This design comes from an exercise in tuning for small area, a short achievable clock period and few clock cycles per item on the open sky130 flow, not from production work. The RTL was checked by simulation tests, not by an equivalence proof against the original design. Power figures rest on the tool's default switching activity, not on a simulated workload.

[design/flow/flow/run.sh]
#!/bin/bash
set -euo pipefail
bash standard.sh \
    SETUP_SLACK_MARGIN=7 \
    "BUFFER_PORTS_ARGS=-buffer_cell sky130_fd_sc_hd__buf_1" \
    finish > standard_flow.log 2>&1
[design/flow/standard.sh]
#!/bin/bash
# synth_recipe.tcl (not shown) runs the flow's synth.tcl, then flattens the netlist and writes it again
# the make line also repeats each setting of config.mk as NAME=value (left out here)
make -C /OpenROAD-flow-scripts/flow DESIGN_CONFIG=/design/flow/config.mk WORK_HOME=/design/flow/orfs CLKGATE_MAP_FILE= SYNTH_SCRIPT=/design/flow/synth_recipe.tcl "${@:-finish}"
[design/flow/config.mk]
export PLATFORM = sky130hd
export DESIGN_NAME = scalar_kalman_filter_core
export DESIGN_NICKNAME = scalar_kalman_filter_core
export VERILOG_FILES = /design/flow/design.v
export SDC_FILE = /design/flow/constraint.sdc
export NUM_CORES = 4
export LEC_CHECK = 0
export ABC_AREA = 1
export CAP_MARGIN = 20
export CORE_MARGIN = 2
export CORE_UTILIZATION = 40
export CTS_CLUSTER_DIAMETER = 80
export CTS_CLUSTER_SIZE = 20
export PLACE_DENSITY = 0.7
export SLEW_MARGIN = 20
[design/flow/constraint.sdc]
create_clock -name core_clock -period 11.0 [get_ports {aclk}]
set_input_delay 2.2000 -clock core_clock [delete_from_list [all_inputs] [get_ports {aclk}]]
set_output_delay 2.2000 -clock core_clock [all_outputs]
set_load 0.01 [all_outputs]
[design/flow/design.v]
`timescale 1ns / 1ps
package skf_pkg;
    localparam int FRAC_BITS = 16;
    localparam int GAIN_BITS = 16;
    localparam int VAL_W     = 32;                  
    localparam int NOISE_W   = 31;                  
    localparam int DEN_W     = VAL_W + 2;           
    localparam int QUO_W     = GAIN_BITS + 1;       
    localparam int CNT_W     = $clog2(QUO_W + 1);
    localparam logic [VAL_W-1:0]     VAR_ONE  = VAL_W'(1) << FRAC_BITS;
    localparam logic [GAIN_BITS:0]   GAIN_ONE = (GAIN_BITS+1)'(1) << GAIN_BITS;
    localparam logic [GAIN_BITS-1:0] GAIN_MAX = '1;
    localparam logic [1:0] CFG_INIT_EST   = 2'd0;
    localparam logic [1:0] CFG_PROC_NOISE = 2'd1;
    localparam logic [1:0] CFG_MEAS_NOISE = 2'd2;
endpackage
`timescale 1ns / 1ps
module skf_add #(parameter int W = 48)
(
    input  logic [W-1:0] a,
    input  logic [W-1:0] b,
    input  logic         cin,
    output logic [W-1:0] s
);
    localparam int L = $clog2(W + 1);
    logic [W:0] g [0:2*L];
    logic [W:0] p [0:2*L];
    always_comb begin
        g[0][0] = cin;
        p[0][0] = 1'b0;
        for (int i = 0; i < W; i++) begin
            g[0][i+1] = a[i] & b[i];
            p[0][i+1] = a[i] ^ b[i];
        end
        for (int l = 0; l < L; l++) begin
            g[l+1] = g[l];
            p[l+1] = p[l];
            for (int i = 0; i <= W; i++) begin
                if ((i % (2 << l)) == ((2 << l) - 1) && i >= (1 << l)) begin
                    g[l+1][i] = g[l][i] | (p[l][i] & g[l][i - (1 << l)]);
                    p[l+1][i] = p[l][i] & p[l][i - (1 << l)];
                end
            end
        end
        for (int l = L - 2; l >= 0; l--) begin
            g[2*L-1-l] = g[2*L-2-l];
            p[2*L-1-l] = p[2*L-2-l];
            for (int i = 0; i <= W; i++) begin
                if ((i % (2 << l)) == ((1 << l) - 1) && i >= (2 << l)) begin
                    g[2*L-1-l][i] = g[2*L-2-l][i] | (p[2*L-2-l][i] & g[2*L-2-l][i - (1 << l)]);
                    p[2*L-1-l][i] = p[2*L-2-l][i] & p[2*L-2-l][i - (1 << l)];
                end
            end
        end
        for (int i = 0; i < W; i++)
            s[i] = p[0][i+1] ^ g[2*L-1][i];
    end
endmodule
`timescale 1ns / 1ps
import skf_pkg::*;
module scalar_kalman_filter_core
(
    input  logic               aclk,
    input  logic               aresetn,
    input  logic               cfg_we,
    input  logic [1:0]         cfg_index,
    input  logic [VAL_W-1:0]   cfg_data,
    input  logic               s_valid,
    output logic               s_ready,
    input  logic signed [VAL_W-1:0] s_measurement,
    output logic               m_valid,
    input  logic               m_ready,
    output logic signed [VAL_W-1:0] m_estimate
);
    localparam int RW = VAL_W + 3;             
    localparam int DW = VAL_W + 1;             
    localparam int ZW = VAL_W + 1;             
    localparam int AW = VAL_W + GAIN_BITS + 1;
    localparam int HI = GAIN_BITS + 1;         
    localparam int AW1 = AW - 1;
    logic                     idle_reg, setup_reg, run_reg;
    logic [3:0]               cnt_reg;
    logic                     q_reg;           
    logic                     zero_reg;        
    logic                     m_valid_reg;
    logic [NOISE_W-1:0]       pn_reg, mn_reg;
    logic [VAL_W-1:0]         p_reg;
    logic                     psat_reg;        
    logic [DW-1:0]            den_reg;
    logic signed [RW-1:0]     rem_reg;
    logic signed [ZW-1:0]     z_reg;           
    logic [AW-1:0]            accv_reg;
    logic signed [AW-1:0]     acce_reg;
    wire                      accept   = s_valid && idle_reg;
    wire                      setup_go = setup_reg && !m_valid_reg;
    wire                      last     = (cnt_reg == 4'd15);
    wire [VAL_W-1:0]          p_eff    = p_reg | {VAL_W{psat_reg}};
    wire signed [VAL_W-1:0]   est      = acce_reg[AW-1:HI];
    wire                      zero_now = (p_eff == '0) && (mn_reg == '0);
    assign s_ready = idle_reg;
    logic signed [RW-1:0] div_a, div_b, div_sum;
    logic                 div_sub;
    always_comb begin
        if (idle_reg) begin
            div_a   = RW'(accv_reg[AW-1:HI]);
            div_b   = RW'(pn_reg);
            div_sub = 1'b0;
        end else if (setup_reg) begin
            div_a   = RW'(p_eff);
            div_b   = RW'(mn_reg);
            div_sub = 1'b1;
        end else begin
            div_a   = rem_reg <<< 1;
            div_b   = RW'(den_reg);
            div_sub = !rem_reg[RW-1];
        end
    end
    skf_add #(RW) u_div_add (
        .a   (div_a),
        .b   (div_sub ? ~div_b : div_b),
        .cin (div_sub),
        .s   (div_sum)
    );
    logic [AW-1:0] av_a, av_b, av_sum;
    always_comb begin
        if (setup_reg) begin
            av_a = AW'(p_eff);
            av_b = AW'(mn_reg);
        end else begin
            av_a = accv_reg << 1;
            av_b = q_reg ? ~(AW'(p_reg) << 1) : '0;
        end
    end
    skf_add #(AW) u_var_add (
        .a   (av_a),
        .b   (av_b),
        .cin (!setup_reg && q_reg),
        .s   (av_sum)
    );
    logic signed [AW-1:0] ae_a, ae_b, ae_sum;
    always_comb begin
        if (setup_reg) begin
            ae_a = AW'(z_reg);
            ae_b = ~(AW'(est));
        end else begin
            ae_a = acce_reg <<< 1;
            ae_b = q_reg ? (AW'(z_reg) <<< 1) : '0;
        end
    end
    skf_add #(AW) u_est_add (
        .a   (ae_a),
        .b   (ae_b),
        .cin (setup_reg),
        .s   (ae_sum)
    );
    always_ff @(posedge aclk) begin
        if (!aresetn) begin
            idle_reg    <= 1'b1;
            setup_reg   <= 1'b0;
            run_reg     <= 1'b0;
            m_valid_reg <= 1'b0;
            pn_reg      <= NOISE_W'(655);
            mn_reg      <= NOISE_W'(65536);
            accv_reg[AW-1:HI] <= VAR_ONE;
            acce_reg[AW-1:HI] <= '0;
        end else begin
            if (m_valid_reg && m_ready)
                m_valid_reg <= 1'b0;
            if (cfg_we) begin
                case (cfg_index)
                    CFG_INIT_EST: begin
                        acce_reg[AW-1:HI] <= $signed(cfg_data);
                        accv_reg[AW-1:HI] <= VAR_ONE;
                    end
                    CFG_PROC_NOISE: pn_reg <= cfg_data[NOISE_W-1:0];
                    CFG_MEAS_NOISE: mn_reg <= cfg_data[NOISE_W-1:0];
                    default: ;
                endcase
            end
            if (accept) begin
                idle_reg  <= 1'b0;
                setup_reg <= 1'b1;
            end
            if (setup_reg)
                accv_reg <= {AW1'(p_eff), 1'b1};
            if (setup_go) begin
                setup_reg <= 1'b0;
                run_reg   <= 1'b1;
                acce_reg  <= {AW1'(est), 1'b1};
            end
            if (run_reg) begin
                accv_reg <= av_sum;
                acce_reg <= ae_sum;
                if (last) begin
                    run_reg     <= 1'b0;
                    idle_reg    <= 1'b1;
                    m_valid_reg <= 1'b1;
                end
            end
        end
        if (idle_reg) begin
            p_reg    <= div_sum[VAL_W-1:0];
            psat_reg <= div_sum[VAL_W];
        end
        if (accept)
            z_reg <= ZW'(s_measurement);
        if (setup_reg) begin
            p_reg    <= p_eff;
            psat_reg <= 1'b0;
            den_reg  <= av_sum[DW-1:0];
            zero_reg <= zero_now;
        end
        if (setup_go)
            z_reg <= ae_sum[ZW-1:0];
        rem_reg <= div_sum;
        q_reg   <= !div_sum[RW-1] && !(setup_reg ? zero_now : zero_reg);
        cnt_reg <= setup_reg ? 4'd0 : cnt_reg + 4'd1;
    end
    assign m_valid    = m_valid_reg;
    assign m_estimate = est;
endmodule
==> results of run 1 <==
==> final timing paths <==
path	to	slack, ns
hold reg to reg	cnt_reg[0]$_SDFF_PP0_	0.45
hold / removal	cnt_reg[0]$_SDFF_PP0_	0.45
setup / recovery	acce_reg[8]$_DFFE_PP_	7.12
setup reg to reg	p_reg[22]$_DFFE_PP_	7.14
==> per-layer routing <==
metal	up-vias	GRT usage, %	wire length (µm)
li1	8395	-	-
met1	8683	33.86	27180
met2	996	41.61	30480
met3	176	4.685	7060
met4	0	10.92	3003
met5	-	0	0
==> critical path: stages <==
cell and delay, ns:
clkbuf_2 0.07, buf_4 0.61, clkinv_1 0.24, buf_4 0.42, nor2_1 0.19, buf_4 0.31
==> final cells by class <==
cell class / instances / area share, %
Multi-Input combinational cell: 1718 / 48.83
Sequential cell: 304 / 33.42
Clock buffer: 31 / 2.486
Timing Repair inverter: 3 / 0.1297
Clock inverter: 5 / 0.2424
Inverter: 321 / 5.688
Antenna cell: 1 / 0.01127
Timing Repair Buffer: 165 / 5.451
Tap cell: 664 / 3.743
==> per-stage QoR <==
| stage | instance area [µm²] | hold slack, ns | instances | total power [mW] | util [%] |
|---|---|---|---|---|---|
| 6_report | 22200 | 0.4467 | 3212 | 5.216 | 45.25 |
| 5_1_grt | 22200 | 0.4823 | 3212 | 5.568 | 45.25 |
| 4_1_cts | 21770 | 0.4387 | 3193 | 5.059 | 44.37 |
| 3_5_place_dp | 20640 | 0.4180 | 3135 | 4.189 | 42.07 |
| 3_3_place_gp | 20640 | 0.4133 | 3135 | 4.105 | 42.07 |
| 2_1_floorplan | 19980 | 0.4021 | 2499 | 3.512 | - |
==> power breakdown <==
part / internal [mW] / leakage (nW) / switching [mW]
clock: 0.356 / 0.284 / 0.428
combinational: 0.995 / 6.72 / 1.65
sequential: 1.57 / 2.69 / 0.219
==> cell usage in the layout, fill, tap and decap left out, types with 21 or more instances in the layout <==
master     instances
a21o_1            22
a21oi_1          189
a221oi_1          29
a22oi_1           37
a31oi_1           26
buf_1            103
buf_4             35
clkbuf_16         22
dfxtp_1          168
edfxtp_1         132
fa_1              64
ha_1             126
inv_1            307
nand2_1          429
nand2_2           23
nand3_1           35
nor2_1           228
o21a_1            33
o21ai_0          241
o22ai_1           25
xnor2_1           45
xor2_1            21
==> cell usage after synthesis, drive strengths merged, types with 22 or more instances <==
cell	n
inv	319
o22ai	25
fa	66
a22oi	39
a31oi	26
ha	126
buf	80
clkbuf	77
xnor2	46
a21oi	203
nand2	454
a221oi	30
nand3	37
edfxtp	132
nor2	239
o21ai	251
a21o	22
dfxtp	172
nor3	26
o21a	33
xor2	23
==> cells by family after synthesis <==
kind of cell             count (synthesis)
multiplexers                             1
AND/OR/NAND/NOR                        792
adder cells (fa/ha/maj)                192
AO/OA/AOI/OAI                          663
XOR/XNOR                                69
flip-flops                             304
buffers and inverters                  478
==> what timing repair did <==
action	4_1_cts	5_1_grt
endpoints found under the setup margin	199	60
gates resized for setup	44	72
setup buffers	15	14
gates cloned	7	4
hold buffers	0	0
pin swaps	2	12
==> results.cfg, run 1 <==
[outcome]
status = finished clean

[floorplan]
num_rows = 81
io_pins = 105
fp.coreArea_mm2 = 0.04905
die_h_um = 227.3
start_util_pct = 40.66
die_area_mm2 = 0.05166
die_x_um = 227.3

[logic_synthesis]
synthTopCellsByArea = edfxtp_1 (20%), dfxtp_1 (17%), nand2_1 (8.3%), ha_1 (7.9%), fa_1 (6.6%)
synth_flop_cell = dfxtp_1
netlist_area_mm2 = 0.01994
syn_avg_cell_area_um2 = 7.981
synth_cells = 2499
ys_warn_count = 7
ys_seq_elements = 304
async_flop_share_pct = 0
yosys.cell_types.count = 51
netlist.top_cell.by_area = edfxtp_1
seq_area_frac_synth_pct = 37.14
synth_edf_count = 132
synth_fa_ha_area_share_pct = 14.53
muxShareOfSynthArea_pct = 0.05019
yosys.area_share.xor_xnor_pct = 3.030
synth-compound-area-share_pct = 19.24
netlist.area_leader.share_pct = 19.87
synth_top_family_by_area = compound AO/OA/AOI/OAI gates
yosys.area_share.simple_pct = 16.14
synth_nets = 2762

[routing]
drc = 0
ant_nets = 0
drt_pass1_iterations = 6
routed_via_density = 5.682
wl_per_cell_um = 21.08
drt-initial-drc-count = 1725
wl_um = 67720
via_count = 18250

[cells_and_area]
seq_area_mm2 = 0.007417
multi_input_area_mm2 = 0.01084
fillers = 4855
layout-drive-gt1-share_pct = 7.342
layout.nets = 2796
syn_to_final_growth_pct = 11.29

[timing]
tightest_slew_ns = 0.9967
skew_ns = 0.03510
slew_viol_final = 0
fin_crit_ns = 3.875
hold_viol = 0
rsz0062_at_grt = yes
fin_crit_sh_pct = 35.23
fin_ws_ns = 7.125
fmax_mhz = 258.0
fin_setup_tns_ns = 0
setup_violations = 0
max-slew-margin-rel_pct = 33.39

[power]
power_density_mw_per_mm2 = 235.0
cellLeakagePower_nw = 9.693
ir_worst_vdd_mv = 0.1424

[clock_network]
cts_buffers = 20
root_buffer = clkbuf_16
cts_max_level = 1
cts_tree = yes
cts.sinks = 304
clock_path_buffers = 3
clk_latency_ns = 0.55
clk_pin_slew_ns = 0.08

[global_routing]
grt_pass1_vias = 18030
grt_max_degree = 82
antenna_found_initial = 2
grt_pass1_wl_um = 102700
grtUsageTotal_pct = 25.75
gr-total-overflow = 0

[critical_path]
endpoint_kind = register
rr_worst_depth = 22
crit_fanout = 81
crit_start = aresetn
cp_data_required_time_ns = 11.20
crit_arrival_ns = 4.08
r2r_start = setup_reg$_SDFFE_PP0P_
path_class = in -> reg
crit_path_start_kind = input pin

[placed_design]
portBuffers = 104
dpl_worst_slack_ns = 5.360
dp_hpwl_um = 44310
gp_congestion = 0.9402

[worst_hold_path]
holdPathStages = 1
hold_class = reg -> reg
min_from = cnt_reg[0]$_SDFF_PP0_

[run]
drv_cap = 0
Testbench counts, summed over its fixed seeds: cycles 36,958, items 2,048.
==> inputs of run 2 (changes only) <==
==> design/flow/run.sh (new file) <==
#!/bin/bash
# synth_recipe.tcl (not shown) runs the flow's synth.tcl, then flattens the netlist and writes it again
# the make line also repeats each setting of config.mk as NAME=value (left out here)
make -C /OpenROAD-flow-scripts/flow DESIGN_CONFIG=/design/flow/config.mk WORK_HOME=/design/flow/orfs CLKGATE_MAP_FILE= SYNTH_SCRIPT=/design/flow/synth_recipe.tcl finish
--- a/design/flow/config.mk
+++ b/design/flow/config.mk
@@ -11,5 +11,5 @@
 export CORE_UTILIZATION = 40
 export CTS_CLUSTER_DIAMETER = 80
 export CTS_CLUSTER_SIZE = 20
-export PLACE_DENSITY = 0.7
+export SETUP_SLACK_MARGIN = 5
 export SLEW_MARGIN = 20
removed: design/flow/flow/run.sh
removed: design/flow/standard.sh
==> run 2 against run 1 <==
Via count shrank 3.2%. Largest cell class unchanged. Cell count shrank 1.1%. Worst setup slack lost 1.6 ns. Non-clock buffer count shrank 35.
==> results.cfg, run 2 <==
[outcome]
status = finished clean

[run]
drv_cap = 0

[timing]
hold_viol = 0
max-slew-margin-rel_pct = 29.80
slew_viol_final = 0
fin_crit_ns = 5.484
fmax_mhz = 182.4
tightest_slew_ns = 1.053
timing.hold.ws_ns = 0.4434
fin_setup_tns_ns = 0
skew_ns = 0.02115
fin_crit_sh_pct = 49.85
rsz0062_at_grt = no
setup_violations = 0

[worst_hold_path]
min_from = cnt_reg[0]$_SDFF_PP0_
whs_endpoint = cnt_reg[0]$_SDFF_PP0_
hold_class = reg -> reg
holdPathStages = 1

[global_routing]
grtUsageTotal_pct = 25.05
gr-total-overflow = 0
antenna_found_initial = 1
grt_pass1_vias = 17050
grt_pass1_wl_um = 98960
grt_max_degree = 139

[critical_path]
r2r_start = setup_reg$_SDFFE_PP0P_
critPathBufInv = 6
crit_path_start_kind = register
slowest_stage = buf_4
rr_worst_depth = 30
crit_fanout = 57
crit_path_frequent_cell = nand2_1
cp_data_required_time_ns = 11.43
endpoint_kind = register
crit_family = simple AND/OR/NAND/NOR gates
critical_path.max_stage_delay_ns = 0.69
rrSetupSlack_ns = 5.52
r2r-end = acce_reg[48]$_SDFFE_PN0P_
crit_arrival_ns = 5.92
path_class = reg -> reg

[power]
cellLeakagePower_nw = 9.666
comb_power_share_pct = 48.1
power_density_mw_per_mm2 = 232.9
seq_power_share_pct = 34.7
power.total_mw = 5.127
p_int_mw = 2.917
power_frac_clock_pct = 17.2
swShare_pct = 43.11
p_sw_mw = 2.210
ir_worst_vdd_mv = 0.1442

[floorplan]
die_area_mm2 = 0.05166
fp.coreArea_mm2 = 0.04905
die_h_um = 227.3
start_util_pct = 40.66
num_rows = 81
io_pins = 105
die_x_um = 227.3

[cells_and_area]
layout_common_cells = nand2_1 (439), inv_1 (310), o21ai_0 (250)
fillers = 4963
layout.nets = 2760
layout-drive-gt1-share_pct = 4.417
stdcell_count = 3177
final_common_cell = nand2_1
num_antenna_cells = 0
syn_to_final_growth_pct = 10.40
final_cell_area_mm2 = 0.02202

[clock_network]
cts_tree = yes
cts_max_level = 1
cts_hold_buf = 0
cts.sinks = 304
clock_path_buffers = 3
root_buffer = clkbuf_16
cts_buffers = 23
clk_latency_ns = 0.56
clk_pin_slew_ns = 0.09

[routing]
wl_um = 64730
routed_via_density = 5.561
ant_nets = 0
drt_pass1_iterations = 5
wl_per_cell_um = 20.37
drt-initial-drc-count = 1650
drc = 0
via_count = 17670

[logic_synthesis]
post-synth-top-count-cell = nand2_1
seq_area_frac_synth_pct = 37.14
synth_edf_count = 132
yosys.cell_types.count = 51
synth_nets = 2762
synthTopCellsByArea = edfxtp_1 (20%), dfxtp_1 (17%), nand2_1 (8.3%), ha_1 (7.9%), fa_1 (6.6%)
netlist.top_cell.by_area = edfxtp_1
synth_flop_cell = dfxtp_1
ys_warn_count = 7
syn_avg_cell_area_um2 = 7.981
synthTopCellsByCount = nand2_1 (439), inv_1 (313), o21ai_0 (251)
synth_cells = 2499
async_flop_share_pct = 0
netlist.area_leader.share_pct = 19.87
netlist_area_mm2 = 0.01994
ys_seq_elements = 304

[placed_design]
portBuffers = 104
dp_hpwl_um = 45610
numPlacedInstances = 3135
place_area_mm2 = 0.02127
gp_congestion = 0.9058
==> run 2: timing repair <==
| item | CTS | global route |
|---|---|---|
| setup endpoints to repair | 0 | 2 |
| gates resized for setup | 0 | 0 |
| setup buffers | 0 | 1 |
==> run 2: through the flow <==
step / setup WS [ns] / util (%)
after floorplan: 5.930 / -
after global placement: 5.407 / 43.36
after detailed placement: 5.412 / 43.36
after CTS: 5.359 / 44.84
after global routing: 5.115 / 44.89
final: 5.516 / 44.89
==> run 2: worst max-delay path by stage <==
stage,to,slack [ns],depth (start not counted),startpoint
final,acce_reg[48]$_SDFFE_PN0P_,5.52,30,setup_reg$_SDFFE_PP0P_
after global routing,acce_reg[48]$_SDFFE_PN0P_,5.11,30,setup_reg$_SDFFE_PP0P_
after CTS,acce_reg[48]$_SDFFE_PN0P_,5.36,30,setup_reg$_SDFFE_PP0P_
after detailed placement,acce_reg[48]$_SDFFE_PN0P_,5.41,30,setup_reg$_SDFFE_PP0P_
after global placement,acce_reg[48]$_SDFFE_PN0P_,5.41,30,setup_reg$_SDFFE_PP0P_
after floorplan,acce_reg[48]$_SDFFE_PN0P_,5.93,22,setup_reg$_SDFFE_PP0P_
==> run 2: worst register-to-register path: cells and delay by family (launching register included) <==
family	cells	cell delay [ns]
XOR/XNOR	1	0.19
flip-flops	1	0.51
AO/OA/AOI/OAI	6	0.84
buffers and inverters	6	1.54
adder cells (fa/ha/maj)	2	0.63
AND/OR/NAND/NOR	15	1.66
==> run 2: cell type report <==
class	count	area (µm²)	area share [%]
sequential	304	7413	33.67
clock buffer	28	608.1	2.762
inverter	321	1207	5.484
tap	664	830.8	3.773
timing repair buffer	130	1256	5.705
clock inverter	13	118.9	0.5399
multi-input combinational	1717	10580	48.06
==> run 2: power by group through the flow <==
stage	Combinational (mW)	Sequential, mW	Clock [mW]
3_5_place_dp	2.42	1.80	0
6_report	2.47	1.78	0.880
3_3_place_gp	2.37	1.80	0
4_1_cts	2.44	1.78	0.896
2_1_floorplan	1.81	1.69	0
5_1_grt	2.79	1.80	0.935
==> run 2: kinds of logic (layout without fill, tap and decap cells) <==
logic type / Yosys count / count (layout) / synth area share (%)
adders and majority gates: 192 / 192 / 14.53
and+or+nand+nor: 792 / 792 / 16.14
muxes: 1 / 1 / 0.05019
xor gates and xnor gates: 69 / 69 / 3.030
buffers and inverters: 478 / 492 / 9.875
DFF: 304 / 304 / 37.14
AOI/OAI and AO/OA: 663 / 663 / 19.24
==> run 2: routing by layer <==
layer	up-vias	track usage [%]	part of all wire, %	wire length (µm)
met1	8407	34.80	43	27810
met4	0	11.53	4.9	3185
li1	8318	-	-	-
met5	-	0	0	0
met3	147	4.298	9.2	5950
met2	794	38.04	43	27780

## afterwards: timing with drivers on the ports
How much do the figures lean on ideal ports? The routed layouts below were timed once more, with nothing changed but the port constraints.
Step 1: set_driving_cell puts a clkbuf_16 on aclk and a buf_2 on each other input, an assumption about the parent block.
Step 2 also shifts input and output timing later by t, the mid clock arrival at the registers, as if the neighbouring blocks saw the same clock.
a / b / c = no drivers / after step 1 / after step 2; a / b = the first two.
run | t (ns) | slack for setup (ns) | worst setup path after step 2 | cell pins on the clock port's net
run 1 | 0.597 | 7.125 / 7.136 / 6.556 | input to register | 1
run 2 | 0.603 | 5.516 / 5.516 / 5.516 | register to register | 1
After both steps every run listed still meets setup and hold. The setup slack of run 1, which loses most, moves by +0.011 ns with the drivers and by -0.569 ns with both steps.
